Source: an optimization exercise on an open RTL-to-GDS flow (aim: small area, a short achievable clock period and few clock cycles per item). Production flows keep margins and buffers that such runs may drop.
At most, simulation tests tie the RTL to the original design; equivalence was not proved.

==> module fp_mul_sched, before the edit <==
module fp_mul_sched (
    input  logic           clk,
    input  logic           reset_n,
    input  logic [3:0]     req_valid,
    input  logic [127:0]   req_x,
    input  logic [127:0]   req_y,
    output logic [3:0]     req_ready,
    output logic           res_valid,
    input  logic           res_ready,
    output logic [1:0]     res_id,
    output logic [31:0]    res_data,
    output logic [4:0]     res_flags,
    output logic           busy
);
    localparam logic [1:0] SP_NONE = 2'd0, SP_ZERO = 2'd1, SP_NAN = 2'd2, SP_INF = 2'd3;
    logic [3:0][3:0] prio_q, prio_d;
    logic       v0_q, v1_q;       
    logic       ld1;              
    logic       hold0;            
    logic       en;               
    logic [3:0] first;            
    logic       gnt;
    assign ld1   = !v1_q || res_ready;
    assign hold0 = v0_q && !ld1;
    assign en    = !hold0;
    always_comb begin
        for (int i = 0; i < 4; i++) begin
            first[i] = req_valid[i] && !(|(req_valid & prio_q[i]));
        end
    end
    assign req_ready = first & {4{en}};
    assign gnt       = |req_ready;
    always_comb begin
        prio_d = prio_q;
        for (int g = 0; g < 4; g++) begin
            if (req_ready[g]) begin
                for (int i = 0; i < 4; i++) begin
                    for (int j = 0; j < 4; j++) begin
                        prio_d[i][j] = (j != i) && (((j - g + 3) % 4) < ((i - g + 3) % 4));
                    end
                end
            end
        end
    end
    always_ff @(posedge clk or negedge reset_n) begin
        if (!reset_n) begin
            for (int i = 0; i < 4; i++) begin
                for (int j = 0; j < 4; j++) begin
                    prio_q[i][j] <= (j < i);
                end
            end
            v0_q   <= 1'b0;
            v1_q   <= 1'b0;
        end else begin
            prio_q <= prio_d;
            v0_q   <= gnt || hold0;
            if (ld1) v1_q <= v0_q;
        end
    end
    logic [31:0] x, y;
    logic [22:0] xm0_q, ym0_q;
    logic [7:0]  xe0_q, ye0_q;
    logic [1:0]  id0_q;
    logic        sgn0_q;
    always_comb begin
        x = '0;
        y = '0;
        for (int i = 0; i < 4; i++) begin
            x = x | (req_x[32*i +: 32] & {32{req_ready[i]}});
            y = y | (req_y[32*i +: 32] & {32{req_ready[i]}});
        end
    end
    always_ff @(posedge clk) begin
        xm0_q  <= x[22:0] | (xm0_q & {23{hold0}});
        ym0_q  <= y[22:0] | (ym0_q & {23{hold0}});
        xe0_q  <= x[30:23] | (xe0_q & {8{hold0}});
        ye0_q  <= y[30:23] | (ye0_q & {8{hold0}});
        id0_q  <= {req_ready[3] | req_ready[2], req_ready[3] | req_ready[1]} | (id0_q & {2{hold0}});
        sgn0_q <= (x[31] ^ y[31]) | (sgn0_q & hold0);
    end
    logic [8:0] ec;               
    logic [8:0] es1;              
    logic [9:0] e0;
    logic       nan0, inf0, zero0;
    logic [1:0] sp0;
    assign ec[0] = 1'b1;
    for (genvar i = 0; i < 8; i++) begin : g_eadd
        assign es1[i]  = xe0_q[i] ^ ye0_q[i] ^ ec[i];
        assign ec[i+1] = (xe0_q[i] & ye0_q[i]) | (xe0_q[i] & ec[i]) | (ye0_q[i] & ec[i]);
    end
    assign es1[8] = ec[8];
    assign e0     = {es1[8:7] == 2'b00 ? 3'b111 : {1'b0, es1[8:7] - 2'd1}, es1[6:0]};
    assign zero0 = (xe0_q == 8'h00) || (ye0_q == 8'h00);
    assign nan0  = (xe0_q == 8'hFF && xm0_q != '0) || (ye0_q == 8'hFF && ym0_q != '0);
    assign inf0  = (xe0_q == 8'hFF) || (ye0_q == 8'hFF);
    assign sp0   = zero0 ? SP_ZERO : nan0 ? SP_NAN : inf0 ? SP_INF : SP_NONE;
    logic [12:0] row_s, row_c;
    logic [11:0] top;
    logic        c_lo, g_mid, p_mid;
    fp_mul_mult u_mult (
        .x_m   (xm0_q),
        .y_m   (ym0_q),
        .row_s (row_s),
        .row_c (row_c),
        .top   (top),
        .c_lo  (c_lo),
        .g_mid (g_mid),
        .p_mid (p_mid)
    );
    logic [12:0] s1_q, c1_q;      
    logic [11:0] top1_q;          
    logic        cin1_q, sgn1_q;
    logic [9:0]  e1_q;
    logic [1:0]  sp1_q, id1_q;
    always_ff @(posedge clk) begin
        if (ld1) begin
            s1_q    <= row_s;
            c1_q    <= row_c;
            top1_q  <= top;
            cin1_q  <= g_mid | (p_mid & c_lo);
            sgn1_q  <= sgn0_q;
            e1_q    <= e0;
            sp1_q   <= sp0;
            id1_q   <= id0_q;
        end
    end
    logic        cin;
    logic [14:0] sum;
    logic [24:0] p_hi;
    logic        norm;
    logic [7:0]  e_inc;
    logic        unf0, unf1, ovf0, ovf1, spec, inf_f, nan_f, zero_f;
    logic        n0, n1, pinf0, pinf1, unf, ovf;
    assign cin   = cin1_q;
    assign sum   = {1'b0, s1_q, 1'b1} + {1'b0, c1_q, cin};
    assign p_hi  = {top1_q + {11'd0, sum[14]}, sum[13:1]};
    assign norm  = p_hi[24];
    assign e_inc = e1_q[7:0] + 8'd1;
    assign unf0   = e1_q[9] || (e1_q == 10'd0);
    assign unf1   = e1_q[9];
    assign ovf0   = !e1_q[9] && (e1_q >= 10'd255);
    assign ovf1   = !e1_q[9] && (e1_q >= 10'd254);
    assign spec   = (sp1_q != SP_NONE);
    assign zero_f = (sp1_q == SP_ZERO);
    assign nan_f  = (sp1_q == SP_NAN);
    assign inf_f  = (sp1_q == SP_INF);
    assign n0     = !spec && !unf0 && !ovf0;
    assign n1     = !spec && !unf1 && !ovf1;
    assign pinf0  = nan_f || inf_f || (!spec && ovf0);
    assign pinf1  = nan_f || inf_f || (!spec && ovf1);
    assign unf    = !spec && (norm ? unf1 : unf0);
    assign ovf    = !spec && (norm ? ovf1 : ovf0);
    assign res_valid = v1_q;
    assign res_id    = id1_q;
    assign res_flags = {inf_f, nan_f, zero_f, ovf, unf};
    assign res_data  = norm ? {n1 & sgn1_q, n1 ? e_inc : {8{pinf1}}, p_hi[23:1] & {23{n1}}}
                            : {n0 & sgn1_q, n0 ? e1_q[7:0] : {8{pinf0}}, p_hi[22:0] & {23{n0}}};
    assign busy      = v0_q || v1_q;
endmodule
==> flow/config.mk <==
export PLATFORM = sky130hd
export DESIGN_NAME = fp_mul_sched_top
export DESIGN_NICKNAME = fp_mul_sched_top
export VERILOG_FILES = /design/flow/design.v
export SDC_FILE = /design/flow/constraint.sdc
export NUM_CORES = 4
export LEC_CHECK = 0
export ABC_AREA = 1
export CAP_MARGIN = 20
export CORE_MARGIN = 2
export CORE_UTILIZATION = 40
export CTS_BUF_LIST = sky130_fd_sc_hd__clkbuf_8
export SLEW_MARGIN = 20
==> flow/constraint.sdc <==
create_clock -name core_clock -period 10.5 [get_ports {clk}]
set_input_delay 2.1000 -clock core_clock [delete_from_list [all_inputs] [get_ports {clk}]]
set_output_delay 2.1000 -clock core_clock [all_outputs]
set_load 0.01 [all_outputs]
standard.sh (not shown) runs the stock make flow with config.mk's settings and CLKGATE_MAP_FILE= SYNTH_SCRIPT=/design/flow/synth_recipe.tcl, a recipe that flattens the netlist after the stock synthesis.
==> flow/flow/run.sh <==
#!/bin/bash
# Own layout flow:
#  2. full-adder polarity pass (fapol.py), then the combinational logic between the full
#     adders and registers mapped again by ABC (resyn.tcl), then the polarity pass again;
#     full/half adders, registers, ports and tie cells are kept
#  3. the ORFS layout with tighter timing repair and the smallest buffer on the ports
# Each tool's output goes to a log file of its own in this folder.
set -euo pipefail
MARGIN=5.0
RES=orfs/results/sky130hd/fp_mul_sched_top/base
LIB=$FLOW_HOME/platforms/sky130hd/lib/sky130_fd_sc_hd__tt_025C_1v80.lib
bash standard.sh synth > synth.log 2>&1
cp $RES/1_2_yosys.v 1_2_yosys.std.v
python3 flow/fapol.py 1_2_yosys.std.v fapol1.v > fapol1.log 2>&1
FLOW_LIB_FILE=$LIB RESYN_IN=fapol1.v RESYN_OUT=resyn.v RESYN_ABC=flow/resyn.abc FLOW_TOP=$FLOW_TOP \
    yosys -c flow/resyn.tcl > resyn.log 2>&1
python3 flow/fapol.py resyn.v $RES/1_2_yosys.v > fapol2.log 2>&1
rm -f $RES/1_synth.odb $RES/1_synth.sdc
bash standard.sh "SETUP_SLACK_MARGIN=$MARGIN" \
    "BUFFER_PORTS_ARGS=-buffer_cell sky130_fd_sc_hd__buf_1" finish > layout.log 2>&1
Other scripts of this flow, unchanged in this note and not shown: flow/flow/fapol.py, flow/flow/resyn.abc, flow/flow/resyn.tcl
Next try:
--- a/flow/design.v
+++ b/flow/design.v
@@ -1017,43 +1017,42 @@
         end
     end
     logic [31:0] x, y;
     logic [22:0] xm0_q, ym0_q;
-    logic [7:0]  xe0_q, ye0_q;
     logic [1:0]  id0_q;
     logic        sgn0_q;
+    logic [8:0]  es0_q;           
     always_comb begin
         x = '0;
         y = '0;
         for (int i = 0; i < 4; i++) begin
             x = x | (req_x[32*i +: 32] & {32{req_ready[i]}});
             y = y | (req_y[32*i +: 32] & {32{req_ready[i]}});
         end
     end
+    logic       nz_d, xmax_d, ymax_d;
+    logic       nz0_q;            
+    logic       xmax0_q, ymax0_q;    
+    assign nz_d   = (x[30:23] != 8'h00) && (y[30:23] != 8'h00);
+    assign xmax_d = (x[30:23] == 8'hFF);
+    assign ymax_d = (y[30:23] == 8'hFF);
     always_ff @(posedge clk) begin
-        xm0_q  <= x[22:0] | (xm0_q & {23{hold0}});
-        ym0_q  <= y[22:0] | (ym0_q & {23{hold0}});
-        xe0_q  <= x[30:23] | (xe0_q & {8{hold0}});
-        ye0_q  <= y[30:23] | (ye0_q & {8{hold0}});
-        id0_q  <= {req_ready[3] | req_ready[2], req_ready[3] | req_ready[1]} | (id0_q & {2{hold0}});
-        sgn0_q <= (x[31] ^ y[31]) | (sgn0_q & hold0);
+        xm0_q   <= x[22:0] | (xm0_q & {23{hold0}});
+        ym0_q   <= y[22:0] | (ym0_q & {23{hold0}});
+        id0_q   <= {req_ready[3] | req_ready[2], req_ready[3] | req_ready[1]} | (id0_q & {2{hold0}});
+        sgn0_q  <= (x[31] ^ y[31]) | (sgn0_q & hold0);
+        es0_q   <= ({1'b0, x[30:23]} + {1'b0, y[30:23]}) | (es0_q & {9{hold0}});
+        nz0_q   <= nz_d | (nz0_q & hold0);
+        xmax0_q <= xmax_d | (xmax0_q & hold0);
+        ymax0_q <= ymax_d | (ymax0_q & hold0);
     end
-    logic [8:0] ec;               
-    logic [8:0] es1;              
     logic [9:0] e0;
-    logic       nan0, inf0, zero0;
+    logic       nan0, inf0;
     logic [1:0] sp0;
-    assign ec[0] = 1'b1;
-    for (genvar i = 0; i < 8; i++) begin : g_eadd
-        assign es1[i]  = xe0_q[i] ^ ye0_q[i] ^ ec[i];
-        assign ec[i+1] = (xe0_q[i] & ye0_q[i]) | (xe0_q[i] & ec[i]) | (ye0_q[i] & ec[i]);
-    end
-    assign es1[8] = ec[8];
-    assign e0     = {es1[8:7] == 2'b00 ? 3'b111 : {1'b0, es1[8:7] - 2'd1}, es1[6:0]};
-    assign zero0 = (xe0_q == 8'h00) || (ye0_q == 8'h00);
-    assign nan0  = (xe0_q == 8'hFF && xm0_q != '0) || (ye0_q == 8'hFF && ym0_q != '0);
-    assign inf0  = (xe0_q == 8'hFF) || (ye0_q == 8'hFF);
-    assign sp0   = zero0 ? SP_ZERO : nan0 ? SP_NAN : inf0 ? SP_INF : SP_NONE;
+    assign e0   = {1'b0, es0_q} - 10'd127;
+    assign nan0 = (xmax0_q && xm0_q != '0) || (ymax0_q && ym0_q != '0);
+    assign inf0 = xmax0_q || ymax0_q;
+    assign sp0  = !nz0_q ? SP_ZERO : nan0 ? SP_NAN : inf0 ? SP_INF : SP_NONE;
     logic [12:0] row_s, row_c;
     logic [11:0] top;
     logic        c_lo, g_mid, p_mid;
     fp_mul_mult u_mult (
Setup slack got worse by 750 ps.
Critical path depth rose by 3.
Clock skew hardly moves.
Cell count goes up by 2.1%.
Synthesized cell count grows by 1.5%.
Clock-buffer cell count does not change.
Global-route usage increases by 1.3 points.
Via count is higher by 3.7%.
Register-to-register slack barely changes.
Routed wire length went up by 5.9%.
Testbench counts after the change, summed over its fixed seeds: cycles 2,064, items 2,048.
For the first run of this note, only the layout was checked, not whether the RTL still works.

## separate check: timing with driven ports
The results above use ideal ports. As a check the final layouts listed here were re-extracted and re-timed, cells and wires unchanged.
Step 1 assumes that a clkbuf_16 drives the clock port and a buf_2 every other input.
Step 2 also shifts input and output timing later by t, the mid clock arrival at the registers, as if the neighbouring blocks saw the same clock.
Three values: ideal, step 1, step 2; two values: the first two.
run | t (ns) | slack for setup (ns) | worst hold slack (ns) | worst setup path at the end | worst register clock-pin slew, ns
the first run | 0.518 | 4.986 / 4.938 / 5.004 | 0.450 / 0.450 / 0.450 | input to output | 0.11 / 0.11
the second run | 0.519 | 4.233 / 4.191 / 4.710 | 0.445 / 0.445 / 0.445 | register to output | 0.09 / 0.09
After both steps setup and hold are still met in every run listed.
